This is an optimization exercise on Yosys and OpenROAD, whose aim is small area, not a production implementation. At most, simulation tests tie the RTL to the original design; equivalence was not proved. Function not checked in runs 1 and 5: the RTL went through the layout flow alone. No activity file was given, so power comes from the tool's default toggle rates.

$ cat run.sh
#!/bin/bash
# synth_recipe.tcl (not shown) runs the flow's synth.tcl, then flattens the netlist and writes it again
# the make line also repeats each setting of config.mk as NAME=value (left out here)
make -C /OpenROAD-flow-scripts/flow DESIGN_CONFIG=/design/flow/config.mk WORK_HOME=/design/flow/orfs CLKGATE_MAP_FILE= SYNTH_SCRIPT=/design/flow/synth_recipe.tcl finish
$ cat config.mk
export PLATFORM = sky130hd
export DESIGN_NAME = ptp_perout_gen
export DESIGN_NICKNAME = ptp_perout_gen
export VERILOG_FILES = /design/flow/design.v
export SDC_FILE = /design/flow/constraint.sdc
export NUM_CORES = 4
export LEC_CHECK = 0
export ABC_AREA = 1
export CAP_MARGIN = 20
export CORE_MARGIN = 2
export CORE_UTILIZATION = 40
export SLEW_MARGIN = 20
$ cat constraint.sdc
create_clock -name core_clock -period 8.5 [get_ports {clk}]
set_input_delay 1.7000 -clock core_clock [delete_from_list [all_inputs] [get_ports {clk}]]
set_output_delay 1.7000 -clock core_clock [all_outputs]
set_load 0.01 [all_outputs]
$ cat design.v
module ptp_perout_gen #(
    parameter int FNS_W        = 16,
    parameter bit OUT_POLARITY = 1'b1
) (
    input  logic        clk,
    input  logic        rst_n,
    input  logic [95:0] ts_96,
    input  logic        enable,
    input  logic        cfg_valid,
    input  logic [79:0] cfg_start,
    input  logic [79:0] cfg_period,
    input  logic [79:0] cfg_width,
    output logic        perout,
    output logic        locked,
    output logic        cfg_error
);
    localparam int TW = 78;   
    logic [TW-1:0] ts_now;
    logic [TW-1:0] start_q;
    logic [TW-1:0] period_q;    
    logic [TW-1:0] wmp_q;       
    logic [TW-1:0] next_rise;
    logic [TW-1:0] addend;
    logic [TW-1:0] sum;
    logic [TW-1:0] ts_in;
    logic [TW-1:0] c_start, c_period, c_width;
    logic [TW-1:0] c_wmp;
    logic          c_w_lt_p;
    logic          armed;       
    logic          cfg_held;
    logic          pulse;
    logic          cfg_legal;
    logic          back_q;
    logic          was_rst;
    logic          ge_rise, ge_sum;
    logic          idle;
    logic          unused;
    function automatic logic [TW-1:0] t80(input logic [79:0] t);
        t80 = {t[79:32], t[29:0]};
    endfunction
    function automatic logic t_ge(input logic [TW-1:0] a, input logic [TW-1:0] b);
        logic g, g0, g1;
        g = 1'b1;
        g0 = 1'b0; g1 = 1'b1;
        for (int i = 0; i < TW; i++) begin
            g0 = (a[i] & ~b[i]) | ((a[i] | ~b[i]) & g0);
            g1 = (a[i] & ~b[i]) | ((a[i] | ~b[i]) & g1);
            if (i % 6 == 6 - 1 || i == TW - 1) begin
                g = g0 | (g1 & g);
                g0 = 1'b0; g1 = 1'b1;
            end
        end
        t_ge = g;
    endfunction
    localparam logic [29:0] NS_BIAS = 30'd73741824;   
    function automatic logic [TW-1:0] t_add(input logic [TW-1:0] a, input logic [TW-1:0] b);
        logic [TW-1:0] s;
        logic          c;
        s     = a + b;
        c     = s[30] ^ a[30] ^ b[30];
        t_add = {s[TW-1:30], c ? s[29:0] : s[29:0] - NS_BIAS};
    endfunction
    function automatic logic [TW:0] t_sub_b(input logic [TW-1:0] a, input logic [TW-1:0] b);
        logic [TW:0] d;
        logic        bw;
        d       = {1'b0, a} - {1'b0, b};
        bw      = d[30] ^ a[30] ^ b[30];
        t_sub_b = {d[TW:30], bw ? d[29:0] : d[29:0] + NS_BIAS};
    endfunction
    assign ts_in     = t80(ts_96[95:16]);
    assign c_start   = t80(cfg_start);
    assign c_period  = t80(cfg_period);
    assign c_width   = t80(cfg_width);
    assign unused    = ^{ts_96[47:46], ts_96[15:0], cfg_start[31:30], cfg_period[31:30], cfg_width[31:30]};
    assign {c_w_lt_p, c_wmp} = t_sub_b(c_width, c_period);
    assign cfg_legal = (c_width != '0) && c_w_lt_p;
    assign addend    = pulse ? wmp_q : period_q;
    assign sum       = t_add(next_rise, addend);
    assign ge_sum    = t_ge(ts_now, sum);
    assign ge_rise   = t_ge(ts_now, next_rise);
    assign idle      = !armed && !pulse;
    assign perout    = OUT_POLARITY ? pulse : ~pulse;
    always_ff @(posedge clk) begin
        ts_now  <= ts_in;
        was_rst <= !rst_n;
        back_q  <= !was_rst && !t_ge(ts_in, ts_now);
        if (cfg_valid) begin
            start_q  <= c_start;
            period_q <= {c_period[TW-1:30], c_period[29:0] + NS_BIAS};
            wmp_q    <= c_wmp;
        end
        if (cfg_valid)
            next_rise <= c_start;
        else if (!enable || idle || back_q)
            next_rise <= start_q;
        else if (armed && (ge_sum || ge_rise))
            next_rise <= sum;
    end
    always_ff @(posedge clk) begin
        if (!rst_n) begin
            armed     <= 1'b0;
            cfg_held  <= 1'b0;
            pulse     <= 1'b0;
            locked    <= 1'b0;
            cfg_error <= 1'b0;
        end else begin
            if (cfg_valid) begin
                pulse     <= 1'b0;
                locked    <= 1'b0;
                cfg_error <= !cfg_legal;
                cfg_held  <= cfg_legal;
                armed     <= cfg_legal && enable;
            end else if (!enable) begin
                armed  <= 1'b0;
                pulse  <= 1'b0;
                locked <= 1'b0;
            end else if (!idle && back_q) begin
                pulse  <= 1'b0;
                locked <= 1'b0;
                armed  <= 1'b1;
            end else if (idle) begin
                locked <= 1'b0;
                armed  <= cfg_held;
            end else if (armed) begin
                if (ge_sum) begin
                    locked <= 1'b0;
                end else if (ge_rise) begin
                    pulse  <= 1'b1;
                    locked <= 1'b1;
                    armed  <= 1'b0;
                end
            end else if (ge_sum) begin
                pulse <= 1'b0;
                armed <= 1'b1;
            end
        end
    end
endmodule
==> impl_metrics.prom, run 1 <==
# TYPE chip_impl_metric gauge
chip_impl_info{name="outcome",value="timing/DRC/antenna clean"} 1
chip_impl_info{name="critPathTopFamily",value="simple AND/OR/NAND/NOR gates"} 1
chip_impl_info{name="r2r_end",value="next_rise[24]"} 1
chip_impl_metric{name="synth.cell_area",unit="mm²"} 0.0291
chip_impl_metric{name="fin_tns_setup",unit="ns"} 0
chip_impl_metric{name="global_route_wire_length_before_repair",unit="µm"} 139000
chip_impl_metric{name="num-nets-final",unit=""} 4827
chip_impl_metric{name="wl",unit="µm"} 92000
chip_impl_metric{name="layout-drive-gt1-share",unit="%"} 5.11
chip_impl_metric{name="cts.hold.buffers_added",unit=""} 0
chip_impl_info{name="class_of_the_tightest_hold_or_removal_check",value="register to register"} 1
chip_impl_metric{name="power_leakage",unit="nW"} 16.0
chip_impl_metric{name="yosysTopAreaCellShare",unit="%"} 32.2
chip_impl_metric{name="power",unit="mW"} 7.29
chip_impl_metric{name="multi_input_gate_area",unit="mm²"} 0.0157
chip_impl_metric{name="cts_sinks",unit=""} 397
chip_impl_metric{name="setup.reg_to_reg.worst_slack",unit="ns"} 1.36
chip_impl_info{name="synth_area_leader_cell",value="edfxtp_1"} 1
chip_impl_metric{name="timing.reg2reg.worst_path_depth",unit=""} 46
chip_impl_info{name="setup.worst_path.start_class",value="register"} 1
chip_impl_metric{name="ctsLongestPathBuffers",unit=""} 3
chip_impl_info{name="type_of_the_worst_setup_path",value="register to register"} 1
chip_impl_metric{name="cts.htree.levels",unit=""} 2
chip_impl_metric{name="max-cap-violations",unit=""} 0
chip_impl_metric{name="finalCritPeriodShare",unit="%"} 84.0
chip_impl_metric{name="place.detailed.hpwl",unit="µm"} 73600
chip_impl_metric{name="clock_insertion_delay_worst_skew",unit="ns"} 0.60
chip_impl_metric{name="cts_inserted_buffers",unit=""} 48
chip_impl_metric{name="grt_max_degree",unit=""} 148
chip_impl_metric{name="total_track_usage",unit="%"} 23.9
chip_impl_metric{name="min_path_cells",unit=""} 2
chip_impl_metric{name="synth_edf_count",unit=""} 312
chip_impl_metric{name="area.growth.synth_to_final",unit="%"} 20.4
chip_impl_info{name="crit_top_cell",value="nand2_1"} 1
chip_impl_metric{name="vias_per_cell",unit=""} 5.10
chip_impl_metric{name="core",unit="mm²"} 0.0719
chip_impl_metric{name="chipHeight",unit="µm"} 274
chip_impl_metric{name="post_route_antenna_net_violation_count",unit=""} 0
chip_impl_metric{name="grt_pass1_vias",unit=""} 25133
chip_impl_metric{name="crit_fanout",unit=""} 57
chip_impl_metric{name="setup_slack",unit="ns"} 1.36
chip_impl_metric{name="global_placer_s_final_weighted_congestion",unit=""} 0.924
chip_impl_info{name="mostFrequentLayoutCells",value="nand2_1, inv_1, nor2_1"} 1
chip_impl_metric{name="dr.first_iter.drc_count",unit=""} 1964
chip_impl_metric{name="grt_antenna_before_repair",unit=""} 13
chip_impl_metric{name="hold_slack",unit="ns"} 0.477
chip_impl_metric{name="grt_overflow",unit=""} 0
chip_impl_info{name="end_kind",value="register"} 1
chip_impl_metric{name="post_layout_nonfiller_instances",unit=""} 5322
chip_impl_metric{name="place_area",unit="mm²"} 0.0334
chip_impl_info{name="post_synth_main_area_contributors",value="edfxtp_1, nand2_1, inv_1"} 1
chip_impl_metric{name="max_freq",unit="MHz"} 140
chip_impl_metric{name="critical_path_required_time",unit="ns"} 8.71
chip_impl_metric{name="ios",unit=""} 343
chip_impl_metric{name="cts.repair_timing.setup_buffer_count",unit=""} 0
chip_impl_metric{name="fillers",unit=""} 7303
chip_impl_metric{name="drt_pass1_iterations",unit=""} 5
chip_impl_metric{name="effective_utilization_at_floorplan",unit="%"} 40.5
chip_impl_metric{name="num_vias",unit=""} 27155
chip_impl_metric{name="post-route-min-period",unit="ns"} 7.14
chip_impl_metric{name="dpl_worst_slack",unit="ns"} 1.36
chip_impl_metric{name="syn_nets",unit=""} 4500
chip_impl_metric{name="place_inst",unit=""} 5227
chip_impl_info{name="cts_tree",value="done"} 1
chip_impl_metric{name="relSlewSlack",unit="%"} 38.4
chip_impl_metric{name="cts.reportedPaths.clkPinSlew",unit="ns"} 0.06
chip_impl_metric{name="final_core_util",unit="%"} 48.8
chip_impl_metric{name="port-buffer-count",unit=""} 318
chip_impl_info{name="min_to",value="cfg_error"} 1
chip_impl_metric{name="yosys_reg_bits",unit=""} 397
chip_impl_info{name="unrepaired_setup_endpoints_after_global_routing",value="no"} 1
chip_impl_info{name="hold_path_startpoint",value="cfg_error"} 1
chip_impl_info{name="root_buffer",value="clkbuf_16"} 1
chip_impl_metric{name="final_cell_area",unit="mm²"} 0.0351
chip_impl_metric{name="finalHoldViolations",unit=""} 0
chip_impl_metric{name="number_of_core_rows",unit=""} 98
chip_impl_metric{name="crit_path_buf_inv_count",unit=""} 4
chip_impl_metric{name="post_cts_resize_count",unit=""} 0
chip_impl_metric{name="cp.arrival",unit="ns"} 7.35
chip_impl_metric{name="powerDensity",unit="mW/mm²"} 208
chip_impl_metric{name="timing.final.max_slew_violations",unit=""} 0
chip_impl_metric{name="overall_die_area",unit="mm²"} 0.0750
chip_impl_metric{name="syn-instance-count",unit=""} 4000
chip_impl_metric{name="vdd_drop_max",unit="mV"} 0.135
chip_impl_metric{name="remaining_drc_errors",unit=""} 0
chip_impl_metric{name="worst-slew-pin-transition",unit="ns"} 0.915
chip_impl_info{name="critPathSlowestCell",value="buf_4"} 1
chip_impl_metric{name="synth-async-reset-ratio",unit="%"} 0
chip_impl_info{name="crit-reg2reg-launch",value="pulse"} 1
chip_impl_metric{name="post_synth_cell_types",unit=""} 65
chip_impl_metric{name="synthesis.area_per_instance",unit="µm²"} 7.28
chip_impl_metric{name="worst_path_largest_cell_delay",unit="ns"} 0.65
chip_impl_metric{name="ff_latch_area",unit="mm²"} 0.0111
chip_impl_metric{name="setup_violations",unit=""} 0
chip_impl_metric{name="wl_per_cell",unit="µm"} 17.3
chip_impl_metric{name="dieWidth",unit="µm"} 274
chip_impl_metric{name="yosysWarnings",unit=""} 1
chip_impl_metric{name="setup_clock_skew_after_layout",unit="ns"} 0.0227
chip_impl_info{name="final_common_cell",value="nand2_1"} 1
chip_impl_info{name="synth-main-ff-cell",value="edfxtp_1"} 1
chip_impl_metric{name="yosysSeqAreaShare",unit="%"} 38.0
==> sequential cells by signal, indices dropped and copies added, names as in the netlist <==
signal,flops
armed,1
back_q,1
cfg_error,1
cfg_held,1
locked,1
next_rise,78
period_q,78
pulse,1
start_q,78
ts_now,78
was_rst,1
wmp_q,78
==> cell type report <==
cell class | instances | share of cell area, %
Clock inverter | 30 | 0.966
Clock buffer | 60 | 3.76
Antenna cell | 5 | 0.0357
Sequential cell | 397 | 31.6
Tap cell | 950 | 3.39
Inverter | 565 | 6.05
Multi-Input combinational cell | 2984 | 44.8
Timing Repair Buffer | 331 | 9.44
==> where the power goes <==
part	total, mW	switching, mW	internal [mW]
logic	2.65	1.69	0.952
clock network	2.19	0.894	1.29
registers	2.46	0.108	2.35
total	7.29	2.70	4.60
==> synthesized netlist by cell type (7+ instances only) <==
master,n
o31ai_1,8
o21bai_1,7
a22o_1,11
nor4_1,22
nor2_1,333
nor3_1,24
ha_1,158
a31oi_1,61
o21a_1,20
inv_1,546
or2_2,30
edfxtp_1,312
o21ai_0,308
o211ai_1,7
clkbuf_1,49
o21ai_1,19
nand3_1,123
xnor2_1,65
nand4_1,26
nor2_2,10
o22ai_1,54
xor2_1,101
nand2_1,1151
a21oi_1,327
dfxtp_1,85
nand2_2,36
inv_2,16
==> layer usage <==
metal	vias up	GRT usage, %	routed length, µm
met4	18	5.46	1680
met1	12359	36.1	45900
met5	-	0	112
li1	13998	-	-
met2	677	35.6	38500
met3	103	3.70	5830
==> logic make-up (layout without fill, tap and decap cells) <==
group	after synthesis	after routing	synth area share, %
other	0	5	0
DFF	397	397	38.0
buffers and inverters	619	986	8.06
AOI/OAI and AO/OA	874	874	16.7
xor gates and xnor gates	169	169	5.16
and+or+nand+nor	1781	1781	25.2
adders and majority gates	160	160	6.92
==> worst min-delay path, stage by stage, from the launching register on <==
cell and delay [ns]:
dfxtp_1 0.31, nand2_1 0.06, a21oi_1 0.06
==> worst max path at each step <==
stage / startpoint / end / slack [ns] / cells past startpoint
3_5_place_dp: pulse / next_rise[21] / 1.36 / 47
6_report: pulse / next_rise[24] / 1.36 / 46
3_3_place_gp: pulse / next_rise[20] / 1.41 / 47
5_1_grt: pulse / next_rise[24] / 0.64 / 49
2_1_floorplan: pulse / next_rise[0] / 1.09 / 48
4_1_cts: pulse / next_rise[26] / 1.32 / 47
==> run 2: changes to the inputs <==
--- a/design.v
+++ b/design.v
@@ -52,6 +52,12 @@
         end
         t_ge = g;
     endfunction
+    function automatic logic t_ge_r(input logic [TW-1:0] a, input logic [TW-1:0] b);
+        logic g;
+        g = 1'b1;
+        for (int i = 0; i < TW; i++) g = (a[i] & ~b[i]) | ((a[i] | ~b[i]) & g);
+        t_ge_r = g;
+    endfunction
     localparam logic [29:0] NS_BIAS = 30'd73741824;   
     function automatic logic [TW-1:0] t_add(input logic [TW-1:0] a, input logic [TW-1:0] b);
         logic [TW-1:0] s;
@@ -77,13 +83,13 @@
     assign addend    = pulse ? wmp_q : period_q;
     assign sum       = t_add(next_rise, addend);
     assign ge_sum    = t_ge(ts_now, sum);
-    assign ge_rise   = t_ge(ts_now, next_rise);
+    assign ge_rise   = t_ge_r(ts_now, next_rise);
     assign idle      = !armed && !pulse;
     assign perout    = OUT_POLARITY ? pulse : ~pulse;
     always_ff @(posedge clk) begin
         ts_now  <= ts_in;
         was_rst <= !rst_n;
-        back_q  <= !was_rst && !t_ge(ts_in, ts_now);
+        back_q  <= !was_rst && !t_ge_r(ts_in, ts_now);
         if (cfg_valid) begin
             start_q  <= c_start;
             period_q <= {c_period[TW-1:30], c_period[29:0] + NS_BIAS};
--- a/config.mk
+++ b/config.mk
@@ -9,4 +9,5 @@
 export CAP_MARGIN = 20
 export CORE_MARGIN = 2
 export CORE_UTILIZATION = 40
+export CTS_BUF_LIST = sky130_fd_sc_hd__clkbuf_4
 export SLEW_MARGIN = 20
==> run 2 against run 1 <==
  * Sequential share of layout area grew 2.0 points
  * Clock power fell by 11%
  * Core utilization increased by 0.47 points
  * Critical path type unchanged
  * Highest routed layer unchanged
==> impl_metrics.prom, run 2 <==
# TYPE chip_impl_metric gauge
chip_impl_metric{name="layout-drive-gt1-share",unit="%"} 8.50
chip_impl_metric{name="synthesis.area_per_instance",unit="µm²"} 7.83
chip_impl_metric{name="synth.cell_area",unit="mm²"} 0.0270
chip_impl_metric{name="critical_path_required_time",unit="ns"} 9.10
chip_impl_metric{name="wl_per_cell",unit="µm"} 16.6
chip_impl_info{name="synth-main-ff-cell",value="edfxtp_1"} 1
chip_impl_metric{name="vdd_drop_max",unit="mV"} 0.111
chip_impl_metric{name="yosysTopAreaCellShare",unit="%"} 34.8
chip_impl_info{name="outcome",value="timing/DRC/antenna clean"} 1
chip_impl_metric{name="timing.final.max_slew_violations",unit=""} 0
chip_impl_metric{name="global_placer_s_final_weighted_congestion",unit=""} 0.927
chip_impl_metric{name="setup_clock_skew_after_layout",unit="ns"} 0.0666
chip_impl_info{name="critical_path.startpoint",value="pulse"} 1
chip_impl_metric{name="effective_utilization_at_floorplan",unit="%"} 40.3
chip_impl_info{name="mostFrequentLayoutCells",value="nand2_1, inv_1, clkdlybuf4s50_1"} 1
chip_impl_metric{name="net-switching-power",unit="mW"} 2.38
chip_impl_metric{name="finalCritPeriodShare",unit="%"} 93.8
chip_impl_metric{name="place.detailed.hpwl",unit="µm"} 62200
chip_impl_metric{name="cts_sinks",unit=""} 397
chip_impl_metric{name="post_synth_cell_types",unit=""} 69
chip_impl_metric{name="number_of_core_rows",unit=""} 95
chip_impl_metric{name="dr.first_iter.drc_count",unit=""} 1553
chip_impl_metric{name="cts.htree.levels",unit=""} 3
chip_impl_metric{name="area.growth.synth_to_final",unit="%"} 22.4
chip_impl_metric{name="yosys_reg_bits",unit=""} 397
chip_impl_metric{name="crit_fanout",unit=""} 12
chip_impl_info{name="root_buffer",value="clkbuf_4"} 1
chip_impl_metric{name="num_vias",unit=""} 23934
chip_impl_info{name="critPathSlowestCell",value="dfxtp_4"} 1
chip_impl_info{name="synth_area_leader_cell",value="edfxtp_1"} 1
chip_impl_metric{name="core",unit="mm²"} 0.0669
chip_impl_metric{name="yosysWarnings",unit=""} 1
chip_impl_metric{name="worst-slew-pin-transition",unit="ns"} 0.896
chip_impl_metric{name="overall_die_area",unit="mm²"} 0.0695
chip_impl_metric{name="ios",unit=""} 343
chip_impl_metric{name="setup_violations",unit=""} 0
chip_impl_info{name="synthTopCellsByCount",value="nand2_1, inv_1, edfxtp_1"} 1
chip_impl_metric{name="max-cap-violations",unit=""} 0
chip_impl_metric{name="powerDensity",unit="mW/mm²"} 203
chip_impl_metric{name="cts.reportedPaths.clkPinSlew",unit="ns"} 0.07
chip_impl_metric{name="sw_frac_of_total",unit="%"} 35.6
chip_impl_metric{name="grt_pass1_vias",unit=""} 22915
chip_impl_info{name="crit-reg2reg-launch",value="pulse"} 1
chip_impl_metric{name="num-nets-final",unit=""} 4351
chip_impl_metric{name="relSlewSlack",unit="%"} 40.2
chip_impl_metric{name="total_track_usage",unit="%"} 22.3
chip_impl_metric{name="vias_per_cell",unit=""} 4.96
chip_impl_info{name="cts_tree",value="done"} 1
chip_impl_metric{name="final_core_util",unit="%"} 49.3
chip_impl_metric{name="cts_inserted_buffers",unit=""} 115
chip_impl_metric{name="hold_slack",unit="ns"} 0.457
chip_impl_metric{name="post_route_antenna_net_violation_count",unit=""} 0
chip_impl_metric{name="power_leakage",unit="nW"} 15.2
chip_impl_metric{name="share_clk_of_total_power",unit="%"} 28.9
chip_impl_metric{name="global_route_wire_length_before_repair",unit="µm"} 122000
chip_impl_metric{name="remaining_drc_errors",unit=""} 0
chip_impl_metric{name="combinational_power_share",unit="%"} 34.5
chip_impl_metric{name="p_int",unit="mW"} 4.31
chip_impl_metric{name="grt_max_degree",unit=""} 74
chip_impl_info{name="end_kind",value="register"} 1
chip_impl_metric{name="synth-async-reset-ratio",unit="%"} 0
chip_impl_metric{name="drt_pass1_iterations",unit=""} 5
chip_impl_info{name="type_of_the_worst_setup_path",value="register to register"} 1
chip_impl_info{name="yosysMostFrequentCell",value="nand2_1"} 1
chip_impl_info{name="final_common_cell",value="nand2_1"} 1
chip_impl_metric{name="port-buffer-count",unit=""} 318
chip_impl_metric{name="max_freq",unit="MHz"} 125
chip_impl_metric{name="grt_overflow",unit=""} 0
chip_impl_metric{name="yosysSeqAreaShare",unit="%"} 41.1
chip_impl_metric{name="post-route-min-period",unit="ns"} 7.97
chip_impl_info{name="post_synth_main_area_contributors",value="edfxtp_1, nand2_1, ha_1"} 1
chip_impl_metric{name="worst_path_largest_cell_delay",unit="ns"} 0.41
chip_impl_metric{name="cp.arrival",unit="ns"} 8.57
chip_impl_metric{name="dieWidth",unit="µm"} 264
chip_impl_metric{name="ctsLongestPathBuffers",unit=""} 3
chip_impl_metric{name="syn-instance-count",unit=""} 3443
chip_impl_info{name="class_of_the_tightest_hold_or_removal_check",value="register to register"} 1
chip_impl_metric{name="power.sequential.fraction",unit="%"} 36.6
chip_impl_metric{name="wl",unit="µm"} 80200
chip_impl_metric{name="finalHoldViolations",unit=""} 0
chip_impl_info{name="setup.worst_path.start_class",value="register"} 1
chip_impl_metric{name="chipHeight",unit="µm"} 264
chip_impl_info{name="hold_path_startpoint",value="was_rst"} 1
chip_impl_metric{name="grt_antenna_before_repair",unit=""} 8
chip_impl_metric{name="synth_edf_count",unit=""} 312
chip_impl_metric{name="syn_nets",unit=""} 3943
chip_impl_metric{name="clock_insertion_delay_worst_skew",unit="ns"} 0.91
chip_impl_metric{name="cts.hold.buffers_added",unit=""} 0
chip_impl_metric{name="setup.reg_to_reg.worst_slack",unit="ns"} 0.53
## run 2: cell types whose count changed after synthesis, sizes merged, moves of 33 or more
cell and delta:
xor2 +33, nand2 -178, o21ai -48, nor2 -140
a21oi -114, inv -59, nand3 -68
## run 2: per-layer routing
metal | wire length (µm) | GRT usage, % | up-vias | share of wire [%]
met5 | 21 | 0 | - | 0.026
li1 | - | - | 12436 | -
met3 | 4170 | 4.05 | 127 | 5.2
met4 | 1790 | 6.58 | 4 | 2.2
met1 | 37200 | 29.6 | 10785 | 46
met2 | 37000 | 37.0 | 582 | 46
## run 2: critical path: cells and delay by family, from the launching register on
family	cells	cell delay, ns
fa+ha+maj	2	0.57
compound gates	15	2.33
flops	1	0.41
buf+inv	8	1.00
xor+xnor	1	0.15
simple gates	35	3.13
## run 2: power by group through the flow
stage                     Combinational (mW)  Clock (mW)  Sequential, mW
final                                   2.31        1.94            2.45
after global routing                    2.59        2.08            2.47
after CTS                               2.26        1.99            2.45
after detailed placement                2.25           0            2.48
after global placement                  2.23           0            2.48
after floorplan                         1.61           0            2.45
## run 2: per-stage QoR
step / setup TNS, ns / total power [mW] / instance area, µm² / std cells / setup WS, ns
final: 0 / 6.69 / 33000 / 4830 / 0.530
after global routing: -0.0222 / 7.13 / 33000 / 4829 / -0.0194
after CTS: 0 / 6.70 / 32800 / 4818 / 0.0326
after floorplan: -60.38 / 4.05 / 27000 / 3443 / -0.774
after global placement: 0 / 4.72 / 31300 / 4601 / 0.242
after detailed placement: 0 / 4.74 / 31300 / 4601 / 0.0791
## run 2: area by class of cell
class | instances | area (µm²)
inverters | 504 | 1900
clock buffers | 184 | 1380
clock inverters | 33 | 191
well taps | 873 | 1090
flip-flops and latches | 397 | 11100
repair buffers | 349 | 3480
diodes | 6 | 15.0
fillers | 6623 | 33900
multi-input cells | 2484 | 13900
## run 2: cells by family after synthesis
kind of cell	Yosys count	share of synthesized area (%)
AOI/OAI and AO/OA	725	15.7
DFF	397	41.1
and+or+nand+nor	1386	20.9
buffers and inverters	562	7.85
xor gates and xnor gates	211	6.88
adders and majority gates	162	7.56
## run 2: timing repair
action,in CTS,in global routing
buffers inserted,0,4
gates resized for setup,0,28
setup endpoints to repair,0,78
## run 2: path summary, 6_finish.rpt
check                       end  cells past startpoint
setup / recovery  next_rise[42]                     61
setup reg to reg  next_rise[42]                     61
hold / removal           back_q                      2
hold reg to reg          back_q                      2
==> run 3: changes to the inputs <==
--- a/config.mk
+++ b/config.mk
@@ -9,5 +9,4 @@
 export CAP_MARGIN = 20
 export CORE_MARGIN = 2
 export CORE_UTILIZATION = 40
-export CTS_BUF_LIST = sky130_fd_sc_hd__clkbuf_4
 export SLEW_MARGIN = 20
==> run 3 against run 2 <==
  * Combinational power about the same
  * First-iteration DRC count down 5.4%
  * Register-to-register slack about the same
  * Sequential power about the same
  * Critical path type unchanged
  * Largest power group unchanged
==> impl_metrics.prom, run 3 <==
# TYPE chip_impl_metric gauge
chip_impl_info{name="r2r_end",value="next_rise[31]"} 1
chip_impl_metric{name="max_freq",unit="MHz"} 126
chip_impl_metric{name="fillers",unit=""} 6531
chip_impl_info{name="root_buffer",value="clkbuf_16"} 1
chip_impl_metric{name="post_route_antenna_net_violation_count",unit=""} 0
chip_impl_metric{name="chipHeight",unit="µm"} 264
chip_impl_metric{name="setup_violations",unit=""} 0
chip_impl_metric{name="clock_insertion_delay_worst_skew",unit="ns"} 0.60
chip_impl_metric{name="drt_pass1_iterations",unit=""} 5
chip_impl_info{name="yosysMostFrequentCell",value="nand2_1"} 1
chip_impl_metric{name="max-cap-violations",unit=""} 0
chip_impl_metric{name="hold_slack",unit="ns"} 0.460
chip_impl_info{name="final_common_cell",value="nand2_1"} 1
chip_impl_info{name="synthTopCellsByCount",value="nand2_1, inv_1, edfxtp_1"} 1
chip_impl_info{name="post_synth_main_area_contributors",value="edfxtp_1, nand2_1, ha_1"} 1
chip_impl_metric{name="synth_edf_count",unit=""} 312
chip_impl_metric{name="layout-drive-gt1-share",unit="%"} 5.60
chip_impl_metric{name="num_vias",unit=""} 23465
chip_impl_info{name="critical_path.startpoint",value="pulse"} 1
chip_impl_metric{name="dr.first_iter.drc_count",unit=""} 1469
chip_impl_metric{name="port-buffer-count",unit=""} 318
chip_impl_info{name="crit-reg2reg-launch",value="pulse"} 1
chip_impl_metric{name="total_track_usage",unit="%"} 22.0
chip_impl_metric{name="min_path_cells",unit=""} 2
chip_impl_metric{name="wl",unit="µm"} 78700
chip_impl_info{name="crit_top_cell",value="nand2_1"} 1
chip_impl_metric{name="global_route_wire_length_before_repair",unit="µm"} 120000
chip_impl_metric{name="multi_input_gate_area",unit="mm²"} 0.0139
chip_impl_metric{name="area.growth.synth_to_final",unit="%"} 22.7
chip_impl_metric{name="grt_overflow",unit=""} 0
chip_impl_metric{name="syn_nets",unit=""} 3943
chip_impl_info{name="outcome",value="timing/DRC/antenna clean"} 1
chip_impl_metric{name="finalHoldViolations",unit=""} 0
chip_impl_metric{name="synth-async-reset-ratio",unit="%"} 0
chip_impl_metric{name="relSlewSlack",unit="%"} 41.0
chip_impl_info{name="end_kind",value="register"} 1
chip_impl_metric{name="grt_max_degree",unit=""} 74
chip_impl_info{name="min_to",value="back_q"} 1
chip_impl_metric{name="post_synth_cell_types",unit=""} 69
chip_impl_metric{name="power_leakage",unit="nW"} 15.1
chip_impl_info{name="class_of_the_tightest_hold_or_removal_check",value="register to register"} 1
chip_impl_info{name="type_of_the_worst_setup_path",value="register to register"} 1
chip_impl_metric{name="cts_sinks",unit=""} 397
chip_impl_metric{name="number_of_core_rows",unit=""} 95
chip_impl_info{name="setup.worst_path.start_class",value="register"} 1
chip_impl_metric{name="overall_die_area",unit="mm²"} 0.0695
chip_impl_metric{name="synthesis.area_per_instance",unit="µm²"} 7.83
chip_impl_metric{name="vdd_drop_max",unit="mV"} 0.143
chip_impl_metric{name="yosysSeqAreaShare",unit="%"} 41.1
chip_impl_info{name="synth_area_leader_cell",value="edfxtp_1"} 1
chip_impl_metric{name="timing.final.max_slew_violations",unit=""} 0
chip_impl_metric{name="timing.reg2reg.worst_path_depth",unit=""} 61
chip_impl_metric{name="ios",unit=""} 343
chip_impl_metric{name="dieWidth",unit="µm"} 264
chip_impl_info{name="hold_path_startpoint",value="was_rst"} 1
chip_impl_metric{name="post-route-min-period",unit="ns"} 7.96
chip_impl_metric{name="cts.htree.levels",unit=""} 2
chip_impl_metric{name="powerDensity",unit="mW/mm²"} 211
chip_impl_metric{name="yosysWarnings",unit=""} 1
chip_impl_metric{name="setup.reg_to_reg.worst_slack",unit="ns"} 0.54
chip_impl_metric{name="syn-instance-count",unit=""} 3443
chip_impl_metric{name="fin_tns_setup",unit="ns"} 0
chip_impl_metric{name="yosysTopAreaCellShare",unit="%"} 34.8
chip_impl_metric{name="vias_per_cell",unit=""} 4.99
chip_impl_info{name="synth-main-ff-cell",value="edfxtp_1"} 1
chip_impl_metric{name="finalCritPeriodShare",unit="%"} 93.6
chip_impl_metric{name="core",unit="mm²"} 0.0669
chip_impl_metric{name="place.detailed.hpwl",unit="µm"} 62200
chip_impl_metric{name="ff_latch_area",unit="mm²"} 0.0111
chip_impl_metric{name="cts_inserted_buffers",unit=""} 49
chip_impl_info{name="critPathSlowestCell",value="dfxtp_4"} 1
chip_impl_metric{name="setup_clock_skew_after_layout",unit="ns"} 0.0314
chip_impl_info{name="cts_tree",value="done"} 1
chip_impl_metric{name="grt_pass1_vias",unit=""} 22354
chip_impl_metric{name="effective_utilization_at_floorplan",unit="%"} 40.3
chip_impl_info{name="mostFrequentLayoutCells",value="nand2_1, inv_1, clkdlybuf4s50_1"} 1
chip_impl_metric{name="worst-slew-pin-transition",unit="ns"} 0.886
chip_impl_metric{name="critical_path_required_time",unit="ns"} 8.80
chip_impl_metric{name="grt_antenna_before_repair",unit=""} 7
chip_impl_metric{name="remaining_drc_errors",unit=""} 0
chip_impl_metric{name="ctsLongestPathBuffers",unit=""} 3
chip_impl_metric{name="worst_path_largest_cell_delay",unit="ns"} 0.40
chip_impl_metric{name="cp.arrival",unit="ns"} 8.26
chip_impl_metric{name="yosys_reg_bits",unit=""} 397
chip_impl_metric{name="num-nets-final",unit=""} 4283
chip_impl_metric{name="crit_fanout",unit=""} 24
chip_impl_metric{name="global_placer_s_final_weighted_congestion",unit=""} 0.927
chip_impl_metric{name="synth.cell_area",unit="mm²"} 0.0270
chip_impl_metric{name="wl_per_cell",unit="µm"} 16.8
chip_impl_metric{name="cts.reportedPaths.clkPinSlew",unit="ns"} 0.06
[run 3: worst max-delay path by stage]
stage | slack, ns | to | cells after the start
finish | 0.54 | next_rise[31] | 61
global route | -0.007 | next_rise[31] | 61
CTS | 0.06 | next_rise[8] | 58
detailed placement | 0.08 | next_rise[27] | 58
global placement | 0.24 | next_rise[29] | 58
floorplan | -0.77 | next_rise[0] | 61
[run 3: cell type report]
cell class | count | share of cell area (%)
Timing Repair Buffer | 347 | 10.4
Inverter | 504 | 5.74
Clock inverter | 34 | 1.15
Tap cell | 873 | 3.30
Sequential cell | 397 | 33.5
Clock buffer | 58 | 3.94
Multi-Input combinational cell | 2484 | 41.9
Antenna cell | 2 | 0.0151
[run 3: timing repair]
action	in CTS	in global routing
hold buffers	0	0
resized for setup	0	23
setup buffers	0	3
setup endpoints to repair	0	78
hold endpoints to repair	0	0
[run 3: worst max-delay path, delay by kind of cell, from the launching register on]
kind	cells	cell delay [ns]
AO/OA/AOI/OAI	15	2.27
XOR/XNOR	1	0.15
adder cells (fa/ha/maj)	2	0.56
buffers and inverters	8	1.00
flip-flops	1	0.40
AND/OR/NAND/NOR	35	3.22
[run 3: logic make-up after synthesis]
logic type      after synthesis  synth area share (%)
simple gates               1386                  20.9
compound gates              725                  15.7
buf+inv                     562                  7.85
flops                       397                  41.1
xor+xnor                    211                  6.88
fa+ha+maj                   162                  7.56
[run 3: metrics by stage]
step	power, mW	area (µm²)	std cells	setup slack (ns)	utilization, %
5_1_grt	7.37	33100	4699	-0.00683	49.4
3_5_place_dp	4.74	31300	4601	0.0791	46.7
3_3_place_gp	4.72	31300	4601	0.242	46.7
4_1_cts	6.96	32900	4693	0.0596	49.2
6_report	6.96	33100	4699	0.541	49.4
2_1_floorplan	4.05	27000	3443	-0.774	-
[run 3: per-layer routing]
metal	global-route usage, %	vias to the layer above	share of wire (%)
met4	7.03	6	2.9
met2	36.3	520	45
met3	3.32	111	5.3
met5	0	-	0.041
met1	29.7	10626	47
li1	-	12202	-
[run 3: where the power goes]
part	internal [mW]	switching, mW
clock network	1.34	0.877
registers	2.35	0.0978
logic	0.918	1.38
total	4.61	2.36
==> run 4: changes to the inputs <==
--- a/design.v
+++ b/design.v
@@ -66,12 +66,27 @@
         c     = s[30] ^ a[30] ^ b[30];
         t_add = {s[TW-1:30], c ? s[29:0] : s[29:0] - NS_BIAS};
     endfunction
+    function automatic logic [TW+1:0] cia(input logic [TW-1:0] a, input logic [TW-1:0] b, input logic cin);
+        logic [TW-1:0] s0, s;
+        logic          g, carry, cblk, pf, c30;
+        carry = cin; cblk = cin; g = cin; pf = 1'b1; c30 = 1'b0;
+        for (int i = 0; i < TW; i++) begin
+            if (i % 6 == 0 && i != 0) begin
+                cblk = carry; g = 1'b0; pf = 1'b1;
+                if (i == 30) c30 = carry;
+            end
+            s0[i] = a[i] ^ b[i] ^ g;
+            g     = (a[i] & b[i]) | (a[i] & g) | (b[i] & g);
+            s[i]  = (i < 6 || !cblk) ? s0[i] : s0[i] ^ pf;
+            pf    = pf & s0[i];
+            if (i % 6 == 5) carry = (i < 6) ? g : (g | (cblk & pf));
+        end
+        cia = {carry, c30, s};
+    endfunction
     function automatic logic [TW:0] t_sub_b(input logic [TW-1:0] a, input logic [TW-1:0] b);
-        logic [TW:0] d;
-        logic        bw;
-        d       = {1'b0, a} - {1'b0, b};
-        bw      = d[30] ^ a[30] ^ b[30];
-        t_sub_b = {d[TW:30], bw ? d[29:0] : d[29:0] + NS_BIAS};
+        logic [TW+1:0] d;
+        d       = cia(a, ~b, 1'b1);
+        t_sub_b = {!d[TW+1], d[TW-1:30], d[TW] ? d[29:0] + NS_BIAS : d[29:0]};
     endfunction
     assign ts_in     = t80(ts_96[95:16]);
     assign c_start   = t80(cfg_start);
==> run 4 against run 3 <==
  * Still clean
  * Non-clock buffer count is 20 higher
  * Setup slack better by 0.16 ns
  * Clock skew is 0.00094 ns higher
  * Wire length is 9.9% lower
  * Sequential share of layout area is 0.65 points higher
  * Register-to-register slack better by 0.22 ns
  * Final cell count is 6.0% lower
  * Global-route usage is 1.4 points lower
  * Clock-buffer cell count is 4 higher
  * Critical path type is now input pin to register
  * Critical endpoint is now armed
  * Highest routed layer unchanged
==> impl_metrics.prom, run 4 <==
# TYPE chip_impl_metric gauge
chip_impl_info{name="outcome",value="timing/DRC/antenna clean"} 1
chip_impl_metric{name="wl",unit="µm"} 70900
chip_impl_info{name="grt.busiest_layer",value="met2"} 1
chip_impl_metric{name="setup_clock_skew_after_layout",unit="ns"} 0.0324
chip_impl_info{name="end_kind",value="register"} 1
chip_impl_metric{name="worst-slew-pin-transition",unit="ns"} 0.992
chip_impl_metric{name="yosys_reg_bits",unit=""} 397
chip_impl_metric{name="chipHeight",unit="µm"} 260
chip_impl_info{name="critPathTopFamily",value="compound AO/OA/AOI/OAI gates"} 1
chip_impl_metric{name="max-cap-violations",unit=""} 0
chip_impl_info{name="crit-reg2reg-launch",value="pulse"} 1
chip_impl_metric{name="syn_nets",unit=""} 3721
chip_impl_metric{name="grtUsageMet2",unit="%"} 35.4
chip_impl_metric{name="timing.reg2reg.worst_path_depth",unit=""} 60
chip_impl_metric{name="num_vias",unit=""} 21431
chip_impl_metric{name="num-nets-final",unit=""} 4075
chip_impl_metric{name="vias_per_cell",unit=""} 4.85
chip_impl_metric{name="finalHoldViolations",unit=""} 0
chip_impl_metric{name="grt_max_degree",unit=""} 167
chip_impl_metric{name="number_of_core_rows",unit=""} 93
chip_impl_metric{name="cts.reportedPaths.clkPinSlew",unit="ns"} 0.06
chip_impl_metric{name="critical_path_required_time",unit="ns"} 9.00
chip_impl_metric{name="cts.hold.buffers_added",unit=""} 0
chip_impl_info{name="synthTopCellsByCount",value="nand2_1, inv_1, edfxtp_1"} 1
chip_impl_metric{name="cts_inserted_buffers",unit=""} 47
chip_impl_metric{name="worstSetupPathDepth",unit=""} 36
chip_impl_metric{name="setup_violations",unit=""} 0
chip_impl_metric{name="drt_pass1_iterations",unit=""} 5
chip_impl_metric{name="synth.cell_area",unit="mm²"} 0.0263
chip_impl_metric{name="crit_fanout",unit=""} 7
chip_impl_metric{name="worst_path_largest_cell_delay",unit="ns"} 0.49
chip_impl_metric{name="power_leakage",unit="nW"} 14.9
chip_impl_metric{name="final_cell_area",unit="mm²"} 0.0324
chip_impl_metric{name="cts.htree.levels",unit=""} 2
chip_impl_metric{name="post_synth_cell_types",unit=""} 59
chip_impl_metric{name="clock_insertion_delay_worst_skew",unit="ns"} 0.59
chip_impl_info{name="setup.worst_path.start_class",value="input pin"} 1
chip_impl_metric{name="layout-drive-gt1-share",unit="%"} 7.00
chip_impl_metric{name="grt_pass1_vias",unit=""} 20754
chip_impl_metric{name="overall_die_area",unit="mm²"} 0.0677
chip_impl_metric{name="yosysSeqAreaShare",unit="%"} 42.1
chip_impl_info{name="crit_top_cell",value="inv_1"} 1
chip_impl_metric{name="cts_sinks",unit=""} 397
chip_impl_metric{name="wl_per_cell",unit="µm"} 16.1
chip_impl_metric{name="total_track_usage",unit="%"} 20.6
chip_impl_metric{name="min_path_cells",unit=""} 2
chip_impl_metric{name="synth-async-reset-ratio",unit="%"} 0
chip_impl_metric{name="post-route-min-period",unit="ns"} 7.80
chip_impl_metric{name="powerDensity",unit="mW/mm²"} 208
chip_impl_metric{name="crit_path_buf_inv_count",unit=""} 12
chip_impl_metric{name="core",unit="mm²"} 0.0647
chip_impl_metric{name="post_route_antenna_net_violation_count",unit=""} 0
chip_impl_metric{name="port-buffer-count",unit=""} 318
chip_impl_metric{name="effective_utilization_at_floorplan",unit="%"} 40.6
chip_impl_info{name="yosysMostFrequentCell",value="nand2_1"} 1
chip_impl_info{name="post_synth_main_area_contributors",value="edfxtp_1, nand2_1, ha_1"} 1
chip_impl_info{name="synth_area_leader_cell",value="edfxtp_1"} 1
chip_impl_metric{name="grt_overflow",unit=""} 0
chip_impl_metric{name="remaining_drc_errors",unit=""} 0
chip_impl_metric{name="global_placer_s_final_weighted_congestion",unit=""} 0.881
chip_impl_metric{name="synth_edf_count",unit=""} 312
chip_impl_metric{name="ios",unit=""} 343
chip_impl_metric{name="synthesis.area_per_instance",unit="µm²"} 8.31
chip_impl_info{name="final_common_cell",value="nand2_1"} 1
chip_impl_metric{name="vdd_drop_max",unit="mV"} 0.128
chip_impl_metric{name="timing.final.max_slew_violations",unit=""} 0
chip_impl_metric{name="yosysTopAreaCellShare",unit="%"} 35.7
chip_impl_metric{name="grt_antenna_before_repair",unit=""} 16
chip_impl_metric{name="max_freq",unit="MHz"} 128
chip_impl_info{name="hold_path_startpoint",value="cfg_held"} 1
chip_impl_metric{name="dieWidth",unit="µm"} 260
chip_impl_metric{name="yosysWarnings",unit=""} 1
chip_impl_info{name="type_of_the_worst_setup_path",value="input pin to register"} 1
chip_impl_info{name="root_buffer",value="clkbuf_16"} 1
chip_impl_metric{name="relSlewSlack",unit="%"} 33.8
chip_impl_metric{name="ctsLongestPathBuffers",unit=""} 3
chip_impl_metric{name="finalCritPeriodShare",unit="%"} 91.7
chip_impl_metric{name="global_route_wire_length_before_repair",unit="µm"} 109000
chip_impl_info{name="class_of_the_tightest_hold_or_removal_check",value="register to register"} 1
chip_impl_metric{name="final_core_util",unit="%"} 50.1
chip_impl_metric{name="syn-instance-count",unit=""} 3162
chip_impl_metric{name="place_area",unit="mm²"} 0.0306
chip_impl_info{name="synth-main-ff-cell",value="edfxtp_1"} 1
chip_impl_metric{name="dr.first_iter.drc_count",unit=""} 1157
chip_impl_info{name="critPathSlowestCell",value="clkdlybuf4s50_1"} 1
chip_impl_metric{name="grt_use_met3",unit="%"} 4.12
chip_impl_info{name="mostFrequentLayoutCells",value="nand2_1, inv_1, clkdlybuf4s50_1"} 1
chip_impl_metric{name="place.detailed.hpwl",unit="µm"} 54400
chip_impl_metric{name="area.growth.synth_to_final",unit="%"} 23.5
chip_impl_info{name="critical_path.startpoint",value="cfg_period[6]"} 1
chip_impl_info{name="cts_tree",value="done"} 1
chip_impl_metric{name="grt_util_met1",unit="%"} 26.4
chip_impl_metric{name="cp.arrival",unit="ns"} 8.30
[run 4: timing repair]
| action | CTS | global route |
|---|---|---|
| buffers inserted | 0 | 6 |
| gates resized for setup | 0 | 22 |
| endpoints found under the setup margin | 0 | 81 |
[run 4: final cells by class]
class / count / area [µm²]
Sequential cell: 397 / 11100
Clock buffer: 62 / 1270
Inverter: 482 / 1810
Clock inverter: 26 / 264
Timing Repair Buffer: 367 / 3690
Multi-Input combinational cell: 2221 / 13200
Tap cell: 855 / 1070
Antenna cell: 7 / 17.5
Fill cell: 6292 / 32300
[run 4: per-layer routing]
layer	up-vias	share of wire (%)
li1	11109	-
met1	9802	44
met2	395	48
met3	103	5.5
met4	22	2.0
met5	-	0.20
[run 4: cell families after synthesis]
| logic type | count (synthesis) | synth area share [%] |
|---|---|---|
| AO/OA/AOI/OAI | 569 | 12.7 |
| XOR/XNOR | 145 | 4.89 |
| adder cells (fa/ha/maj) | 220 | 12.4 |
| buffers and inverters | 544 | 7.80 |
| flip-flops | 397 | 42.1 |
| multiplexers | 5 | 0.210 |
| AND/OR/NAND/NOR | 1282 | 19.9 |
[run 4: path summary, 6_finish.rpt]
path                                      end  slack, ns
worst max-delay path                    armed       0.70
worst min-delay path                 cfg_held       0.45
worst max register to register  next_rise[40]       0.76
worst min register to register       cfg_held       0.45
[run 4: per-stage QoR]
stage	std cells	power (mW)	setup TNS (ns)	setup slack (ns)	hold WS, ns
floorplan	3162	4.04	0	0.0305	0.433
global placement	4312	4.70	0	0.0571	0.449
detailed placement	4312	4.73	-0.0376	-0.0286	0.449
CTS	4400	6.79	0	0.236	0.459
global route	4415	7.23	-0.0879	-0.0117	0.482
finish	4417	6.76	0	0.702	0.455
[run 4: report_power, final]
part / switching (mW) / internal, mW
Sequential: 0.0890 / 2.35
Combinational: 1.36 / 0.928
Clock: 0.846 / 1.18
Total: 2.30 / 4.46
[run 4: worst register-to-register path: cells and delay by family (launching register included)]
kind                       cells  cell delay, ns
buffers and inverters          8            1.08
AOI/OAI and AO/OA             20            2.80
xor gates and xnor gates       1            0.16
DFF                            1            0.38
and+or+nand+nor               29            2.43
adders and majority gates      2            0.62
==> run 5: changes to the inputs <==
--- a/design.v
+++ b/design.v
@@ -59,13 +59,6 @@
         t_ge_r = g;
     endfunction
     localparam logic [29:0] NS_BIAS = 30'd73741824;   
-    function automatic logic [TW-1:0] t_add(input logic [TW-1:0] a, input logic [TW-1:0] b);
-        logic [TW-1:0] s;
-        logic          c;
-        s     = a + b;
-        c     = s[30] ^ a[30] ^ b[30];
-        t_add = {s[TW-1:30], c ? s[29:0] : s[29:0] - NS_BIAS};
-    endfunction
     function automatic logic [TW+1:0] cia(input logic [TW-1:0] a, input logic [TW-1:0] b, input logic cin);
         logic [TW-1:0] s0, s;
         logic          g, carry, cblk, pf, c30;
@@ -82,6 +75,11 @@
             if (i % 6 == 5) carry = (i < 6) ? g : (g | (cblk & pf));
         end
         cia = {carry, c30, s};
+    endfunction
+    function automatic logic [TW-1:0] t_add(input logic [TW-1:0] a, input logic [TW-1:0] b);
+        logic [TW+1:0] s;
+        s     = cia(a, b, 1'b0);
+        t_add = {s[TW-1:30], s[TW] ? s[29:0] : s[29:0] - NS_BIAS};
     endfunction
     function automatic logic [TW:0] t_sub_b(input logic [TW-1:0] a, input logic [TW-1:0] b);
         logic [TW+1:0] d;
==> run 5 against run 4 <==
  * Total power increased by 5.5%
  * First-iteration DRC count grew 4.0%
  * Now fails the layout checks on negative setup slack
  * Area after synthesis decreased by 1.3%
  * Largest power group is now combinational logic
  * Clock-buffer cell count grew 5
  * Cell area rose by 1.9%
  * Sequential cell count stayed put
  * Core utilization grew 1.3 points
  * Synthesized cell count fell by 8.3%
  * Die area is 1.3% lower
  * Critical endpoint is now next_rise[60]
  * Critical path type is now register to register
==> impl_metrics.prom, run 5 <==
# TYPE chip_impl_metric gauge
chip_impl_metric{name="global_route_wire_length_before_repair",unit="µm"} 110000
chip_impl_metric{name="power_leakage",unit="nW"} 14.9
chip_impl_metric{name="synth.cell_area",unit="mm²"} 0.0259
chip_impl_metric{name="crit_fanout",unit=""} 8
chip_impl_metric{name="max_freq",unit="MHz"} 117
chip_impl_metric{name="layout-drive-gt1-share",unit="%"} 11.2
chip_impl_metric{name="cts_sinks",unit=""} 397
chip_impl_metric{name="drt_pass1_iterations",unit=""} 6
chip_impl_metric{name="overall_die_area",unit="mm²"} 0.0669
chip_impl_metric{name="port-buffer-count",unit=""} 318
chip_impl_metric{name="post_route_antenna_net_violation_count",unit=""} 0
chip_impl_metric{name="num_vias",unit=""} 20585
chip_impl_metric{name="fin_tns_setup",unit="ns"} -0.809
chip_impl_metric{name="grt_antenna_before_repair",unit=""} 12
chip_impl_metric{name="global_placer_s_final_weighted_congestion",unit=""} 0.843
chip_impl_metric{name="setup_slack",unit="ns"} -0.0593
chip_impl_metric{name="cp.arrival",unit="ns"} 8.90
chip_impl_info{name="crit_top_cell",value="nand2_1"} 1
chip_impl_metric{name="finalCritPeriodShare",unit="%"} 101
chip_impl_metric{name="setup_clock_skew_after_layout",unit="ns"} 0.0179
chip_impl_metric{name="chipHeight",unit="µm"} 259
chip_impl_metric{name="syn-instance-count",unit=""} 2899
chip_impl_metric{name="worst_path_largest_cell_delay",unit="ns"} 0.54
chip_impl_metric{name="effective_utilization_at_floorplan",unit="%"} 40.4
chip_impl_metric{name="synth_edf_count",unit=""} 312
chip_impl_metric{name="cts.reportedPaths.clkPinSlew",unit="ns"} 0.06
chip_impl_info{name="unrepaired_setup_endpoints_after_global_routing",value="yes"} 1
chip_impl_info{name="cts_tree",value="done"} 1
chip_impl_metric{name="wl_per_cell",unit="µm"} 16.6
chip_impl_info{name="critPathSlowestCell",value="fa_1"} 1
chip_impl_metric{name="dieWidth",unit="µm"} 259
chip_impl_metric{name="place.detailed.hpwl",unit="µm"} 53300
chip_impl_metric{name="final_core_util",unit="%"} 51.5
chip_impl_metric{name="post_synth_cell_types",unit=""} 53
chip_impl_metric{name="grt_max_degree",unit=""} 163
chip_impl_info{name="class_of_the_tightest_hold_or_removal_check",value="register to register"} 1
chip_impl_metric{name="core",unit="mm²"} 0.0642
chip_impl_metric{name="vias_per_cell",unit=""} 4.87
chip_impl_metric{name="number_of_core_rows",unit=""} 93
chip_impl_metric{name="wl",unit="µm"} 70400
chip_impl_metric{name="yosysSeqAreaShare",unit="%"} 42.7
chip_impl_metric{name="cts.htree.levels",unit=""} 2
chip_impl_metric{name="num-nets-final",unit=""} 3945
chip_impl_info{name="final_common_cell",value="nand2_1"} 1
chip_impl_metric{name="cts_inserted_buffers",unit=""} 47
chip_impl_metric{name="post-route-min-period",unit="ns"} 8.56
chip_impl_info{name="synth-main-ff-cell",value="edfxtp_1"} 1
chip_impl_metric{name="grt_pass1_vias",unit=""} 20908
chip_impl_metric{name="timing.final.max_slew_violations",unit=""} 0
chip_impl_metric{name="dr.first_iter.drc_count",unit=""} 1203
chip_impl_metric{name="powerDensity",unit="mW/mm²"} 216
chip_impl_metric{name="vdd_drop_max",unit="mV"} 0.140
chip_impl_metric{name="area.growth.synth_to_final",unit="%"} 27.5
chip_impl_info{name="synth_area_leader_cell",value="edfxtp_1"} 1
chip_impl_info{name="setup.worst_path.start_class",value="register"} 1
chip_impl_metric{name="total_track_usage",unit="%"} 20.9
chip_impl_metric{name="critical_path_required_time",unit="ns"} 8.84
chip_impl_info{name="root_buffer",value="clkbuf_16"} 1
chip_impl_info{name="type_of_the_worst_setup_path",value="register to register"} 1
chip_impl_metric{name="synthesis.area_per_instance",unit="µm²"} 8.94
chip_impl_info{name="mostFrequentLayoutCells",value="nand2_1, inv_1, clkdlybuf4s50_1"} 1
chip_impl_info{name="yosysMostFrequentCell",value="nand2_1"} 1
chip_impl_metric{name="yosysWarnings",unit=""} 1
chip_impl_metric{name="syn_nets",unit=""} 3516
chip_impl_metric{name="grt_overflow",unit=""} 0
chip_impl_metric{name="finalHoldViolations",unit=""} 0
chip_impl_metric{name="yosys_reg_bits",unit=""} 397
chip_impl_metric{name="ios",unit=""} 343
chip_impl_info{name="outcome",value="failed layout checks"} 1
chip_impl_metric{name="dpl_worst_slack",unit="ns"} -0.469
chip_impl_info{name="end_kind",value="register"} 1
chip_impl_metric{name="synth-async-reset-ratio",unit="%"} 0
chip_impl_metric{name="remaining_drc_errors",unit=""} 0
chip_impl_metric{name="ctsLongestPathBuffers",unit=""} 3
chip_impl_metric{name="worst-slew-pin-transition",unit="ns"} 1.03
chip_impl_metric{name="max-cap-violations",unit=""} 0
chip_impl_metric{name="clock_insertion_delay_worst_skew",unit="ns"} 0.59
chip_impl_info{name="synthTopCellsByCount",value="nand2_1, inv_1, edfxtp_1"} 1
chip_impl_info{name="reasons_for_failing_layout_checks",value="negative setup slack"} 1
chip_impl_metric{name="cts.hold.buffers_added",unit=""} 0
chip_impl_metric{name="setup_violations",unit=""} 15
chip_impl_metric{name="relSlewSlack",unit="%"} 31.2
chip_impl_metric{name="yosysTopAreaCellShare",unit="%"} 36.1
chip_impl_info{name="post_synth_main_area_contributors",value="edfxtp_1, nand2_1, fa_1"} 1
## run 5: timing repair
action / CTS / global route
pin swaps: 24 / 31
gates resized for setup: 68 / 45
endpoints found under the setup margin: 81 / 81
buffers inserted: 24 / 8
cloned: 5 / 1
## run 5: cell type report
class,instances,area [µm²]
repair buffers,445,4420
clock buffers,67,1330
fillers,5916,31200
well taps,855,1070
clock inverters,21,228
flip-flops and latches,397,11100
multi-input cells,1904,12800
inverters,533,2140
diodes,7,17.5
## run 5: path summary, 6_finish.rpt
check           start            end  slack, ns  cells after the start
max reg2reg     pulse  next_rise[60]      -0.06                     51
max             pulse  next_rise[60]      -0.06                     51
min          cfg_held       cfg_held       0.47                      2
min reg2reg  cfg_held       cfg_held       0.47                      2
## run 5: report_power, final
part	total, mW	switching, mW	leakage (nW)	internal, mW
clock	2.05	0.837	0.766	1.22
combinational	2.64	1.42	10.3	1.22
sequential	2.44	0.0877	3.84	2.35
## run 5: per-stage QoR
| stage | power (mW) | cell area (µm²) | cells | hold WS [ns] |
|---|---|---|---|---|
| detailed placement | 4.91 | 30700 | 4100 | 0.448 |
| global placement | 4.82 | 30700 | 4100 | 0.447 |
| global route | 7.61 | 33100 | 4228 | 0.496 |
| finish | 7.13 | 33100 | 4229 | 0.467 |
| floorplan | 4.02 | 26000 | 2899 | 0.431 |
| CTS | 7.10 | 32800 | 4216 | 0.461 |
## run 5: cell families (layout without fill, tap and decap cells)
group	count (synthesis)	in the layout	synth area share (%)
other cells	0	7	0
flops	397	397	42.7
simple gates	991	991	15.0
fa+ha+maj	277	277	17.1
buf+inv	598	1066	9.33
compound gates	488	488	10.4
mux	67	67	2.66
xor+xnor	81	81	2.74
## run 5: critical path: cells and delay by family, from the launching register on
family / cells / cell delay (ns)
compound gates: 14 / 2.71
flops: 1 / 0.36
xor+xnor: 1 / 0.17
fa+ha+maj: 7 / 2.15
simple gates: 18 / 1.67
buf+inv: 10 / 0.89
mux: 1 / 0.32
## run 5: metal layers
layer  vias to the layer above  global-route usage (%)  wire length [µm]
li1                      10318                       -                 -
met5                         -                       0                55
met3                        90                    3.47              3560
met4                        10                    5.31              1420
met2                       411                    36.2             34300
met1                      9756                    27.2             31100
==> run 6: changes to the inputs <==
--- a/design.v
+++ b/design.v
@@ -59,6 +59,13 @@
         t_ge_r = g;
     endfunction
     localparam logic [29:0] NS_BIAS = 30'd73741824;   
+    function automatic logic [TW-1:0] t_add(input logic [TW-1:0] a, input logic [TW-1:0] b);
+        logic [TW-1:0] s;
+        logic          c;
+        s     = a + b;
+        c     = s[30] ^ a[30] ^ b[30];
+        t_add = {s[TW-1:30], c ? s[29:0] : s[29:0] - NS_BIAS};
+    endfunction
     function automatic logic [TW+1:0] cia(input logic [TW-1:0] a, input logic [TW-1:0] b, input logic cin);
         logic [TW-1:0] s0, s;
         logic          g, carry, cblk, pf, c30;
@@ -75,11 +82,6 @@
             if (i % 6 == 5) carry = (i < 6) ? g : (g | (cblk & pf));
         end
         cia = {carry, c30, s};
-    endfunction
-    function automatic logic [TW-1:0] t_add(input logic [TW-1:0] a, input logic [TW-1:0] b);
-        logic [TW+1:0] s;
-        s     = cia(a, b, 1'b0);
-        t_add = {s[TW-1:30], s[TW] ? s[29:0] : s[29:0] - NS_BIAS};
     endfunction
     function automatic logic [TW:0] t_sub_b(input logic [TW-1:0] a, input logic [TW-1:0] b);
         logic [TW+1:0] d;
==> flow/run.sh (new file) <==
#!/bin/bash
# The standard layout (standard.sh, unchanged synthesis), except that the buffers put on
# the input and output ports are the smallest buffer cell, sky130_fd_sc_hd__buf_1.
set -euo pipefail
export BUFFER_PORTS_ARGS="-buffer_cell sky130_fd_sc_hd__buf_1"
bash standard.sh > standard.log 2>&1
==> standard.sh (new file) <==
#!/bin/bash
# synth_recipe.tcl (not shown) runs the flow's synth.tcl, then flattens the netlist and writes it again
# the make line also repeats each setting of config.mk as NAME=value (left out here)
make -C /OpenROAD-flow-scripts/flow DESIGN_CONFIG=/design/flow/config.mk WORK_HOME=/design/flow/orfs CLKGATE_MAP_FILE= SYNTH_SCRIPT=/design/flow/synth_recipe.tcl "${@:-finish}"
--- a/config.mk
+++ b/config.mk
@@ -9,4 +9,5 @@
 export CAP_MARGIN = 20
 export CORE_MARGIN = 2
 export CORE_UTILIZATION = 40
+export CTS_BUF_LIST = sky130_fd_sc_hd__clkbuf_4
 export SLEW_MARGIN = 20
removed: run.sh
==> run 6 against run 5 <==
  * The run now finishes clean
  * Register-to-register slack better by 0.81 ns
  * Wire length is 1.7% lower
  * Combinational power is 19% lower
  * Worst hold slack worse by 0.0070 ns
  * Final cell count is 7.0% higher
  * Total power is 8.6% lower
  * Fmax is 11% higher
  * Sequential power hardly changed
  * Largest cell class unchanged
  * Largest power group is now sequential cells
==> impl_metrics.prom, run 6 <==
# TYPE chip_impl_metric gauge
chip_impl_metric{name="yosysWarnings",unit=""} 1
chip_impl_metric{name="critical_path_required_time",unit="ns"} 9.04
chip_impl_metric{name="global_placer_s_final_weighted_congestion",unit=""} 0.895
chip_impl_metric{name="effective_utilization_at_floorplan",unit="%"} 40.6
chip_impl_metric{name="place.detailed.hpwl",unit="µm"} 53800
chip_impl_metric{name="dieWidth",unit="µm"} 260
chip_impl_metric{name="remaining_drc_errors",unit=""} 0
chip_impl_metric{name="fin_tns_setup",unit="ns"} 0
chip_impl_metric{name="syn_nets",unit=""} 3721
chip_impl_metric{name="overall_die_area",unit="mm²"} 0.0677
chip_impl_metric{name="post_synth_cell_types",unit=""} 59
chip_impl_metric{name="max-cap-violations",unit=""} 0
chip_impl_metric{name="total_track_usage",unit="%"} 20.4
chip_impl_metric{name="final_core_util",unit="%"} 46.7
chip_impl_metric{name="yosys_reg_bits",unit=""} 397
chip_impl_metric{name="crit_fanout",unit=""} 41
chip_impl_metric{name="syn-instance-count",unit=""} 3162
chip_impl_metric{name="power",unit="mW"} 6.52
chip_impl_metric{name="ctsLongestPathBuffers",unit=""} 3
chip_impl_metric{name="num-nets-final",unit=""} 4127
chip_impl_metric{name="cp.arrival",unit="ns"} 8.29
chip_impl_metric{name="wl_per_cell",unit="µm"} 15.3
chip_impl_info{name="outcome",value="timing/DRC/antenna clean"} 1
chip_impl_info{name="crit_top_cell",value="nand2_1"} 1
chip_impl_metric{name="worst_path_largest_cell_delay",unit="ns"} 0.46
chip_impl_metric{name="cts_sinks",unit=""} 397
chip_impl_metric{name="setup_clock_skew_after_layout",unit="ns"} 0.0726
chip_impl_metric{name="cts.hold.buffers_added",unit=""} 0
chip_impl_metric{name="post-route-min-period",unit="ns"} 7.74
chip_impl_metric{name="dr.first_iter.drc_count",unit=""} 1062
chip_impl_metric{name="finalCritPeriodShare",unit="%"} 91.1
chip_impl_metric{name="layout-drive-gt1-share",unit="%"} 9.42
chip_impl_metric{name="port-buffer-count",unit=""} 318
chip_impl_metric{name="hold_slack",unit="ns"} 0.460
## run 6: timing repair
item	in CTS	in global routing
hold endpoints to repair	0	0
setup endpoints to repair	0	78
resized for setup	0	8
## run 6: power breakdown
| part | total, mW | internal [mW] | switching (mW) |
|---|---|---|---|
| logic | 2.14 | 0.812 | 1.33 |
| clock network | 1.93 | 1.07 | 0.858 |
| registers | 2.44 | 2.35 | 0.0905 |
| total | 6.52 | 4.24 | 2.28 |
## run 6: final cells by class
type / instances / area (µm²)
Sequential cell: 397 / 11100
Inverter: 482 / 1810
Tap cell: 855 / 1070
Clock inverter: 30 / 221
Multi-Input combinational cell: 2221 / 13200
Timing Repair Buffer: 352 / 1490
Antenna cell: 7 / 17.5
Clock buffer: 180 / 1350
Fill cell: 6483 / 34500
## run 6: tightest hold or removal path: stages, from the launching register on
cell	delay, ns
dfxtp_1	0.30
inv_1	0.06
a21oi_1	0.06
## run 6: per-layer routing
metal  track usage [%]  part of all wire, %  vias to the layer above  routed length (µm)
met5                 0                 0.25                        -                 171
met4              7.78                  2.6                       24                1830
met3              4.32                  5.7                      133                3930
met2              34.0                   47                      471               32700
met1              25.9                   44                     9830               30600
li1                  -                    -                    11307                   -
## run 6: through the flow
step | setup WS, ns | instances | instance area, µm²
6_report | 0.755 | 4524 | 30200
3_5_place_dp | -0.0405 | 4307 | 28600
3_3_place_gp | 0.0664 | 4307 | 28600
4_1_cts | 0.361 | 4517 | 30200
5_1_grt | 0.0552 | 4523 | 30200
2_1_floorplan | 0.0305 | 3162 | 26300
## run 6: logic make-up after synthesis
group | synth area share (%)
AOI/OAI and AO/OA | 12.7
xor gates and xnor gates | 4.89
adders and majority gates | 12.4
buffers and inverters | 7.80
DFF | 42.1
muxes | 0.210
and+or+nand+nor | 19.9
## run 6: final timing paths
check                 from             to  depth (start not counted)
setup / recovery     pulse  next_rise[55]                         59
hold / removal    cfg_held       cfg_held                          2
setup reg to reg     pulse  next_rise[55]                         59
hold reg to reg   cfg_held       cfg_held                          2

==> port drivers added, routing unchanged <==
The flow's constraints put no driver on any port. The routed layouts listed below were extracted and timed again, unchanged, in two steps.
Step 1 assumes that a clkbuf_16 drives the clock port and a buf_2 every other input.
Step 2 times the ports against the registers' clock, not the clock port: input delays grow and output delays shrink by t, the midpoint of the rising clock arrivals with the driver on.
Three values: ideal ports, drivers, drivers and shift; two values: the first two.
run | shift t [ns] | setup slack, ns | hold WS [ns] | worst setup path after step 2 | pins driven straight from the clock port
run 1 | 0.653 | 1.356 / 1.356 / 1.356 | 0.477 / 0.477 / 0.477 | register to register | 1
run 2 | 0.939 | 0.530 / 0.530 / 0.261 | 0.457 / 0.457 / 0.457 | input to register | 1
run 3 | 0.649 | 0.541 / 0.541 / 0.206 | 0.460 / 0.460 / 0.460 | input to register | 1
run 4 | 0.635 | 0.702 / 0.737 / 0.102 | 0.455 / 0.455 / 0.455 | input to register | 1
run 5 | 0.634 | -0.059 / -0.059 / -0.059 | 0.467 / 0.467 / 0.467 | register to register | 1
run 6 | 0.897 | 0.755 / 0.755 / 0.112 | 0.460 / 0.460 / 0.460 | input to register | 1
For run 6, which loses most, drivers alone change the setup slack by 0.000 ns; drivers and shift together by -0.643 ns.
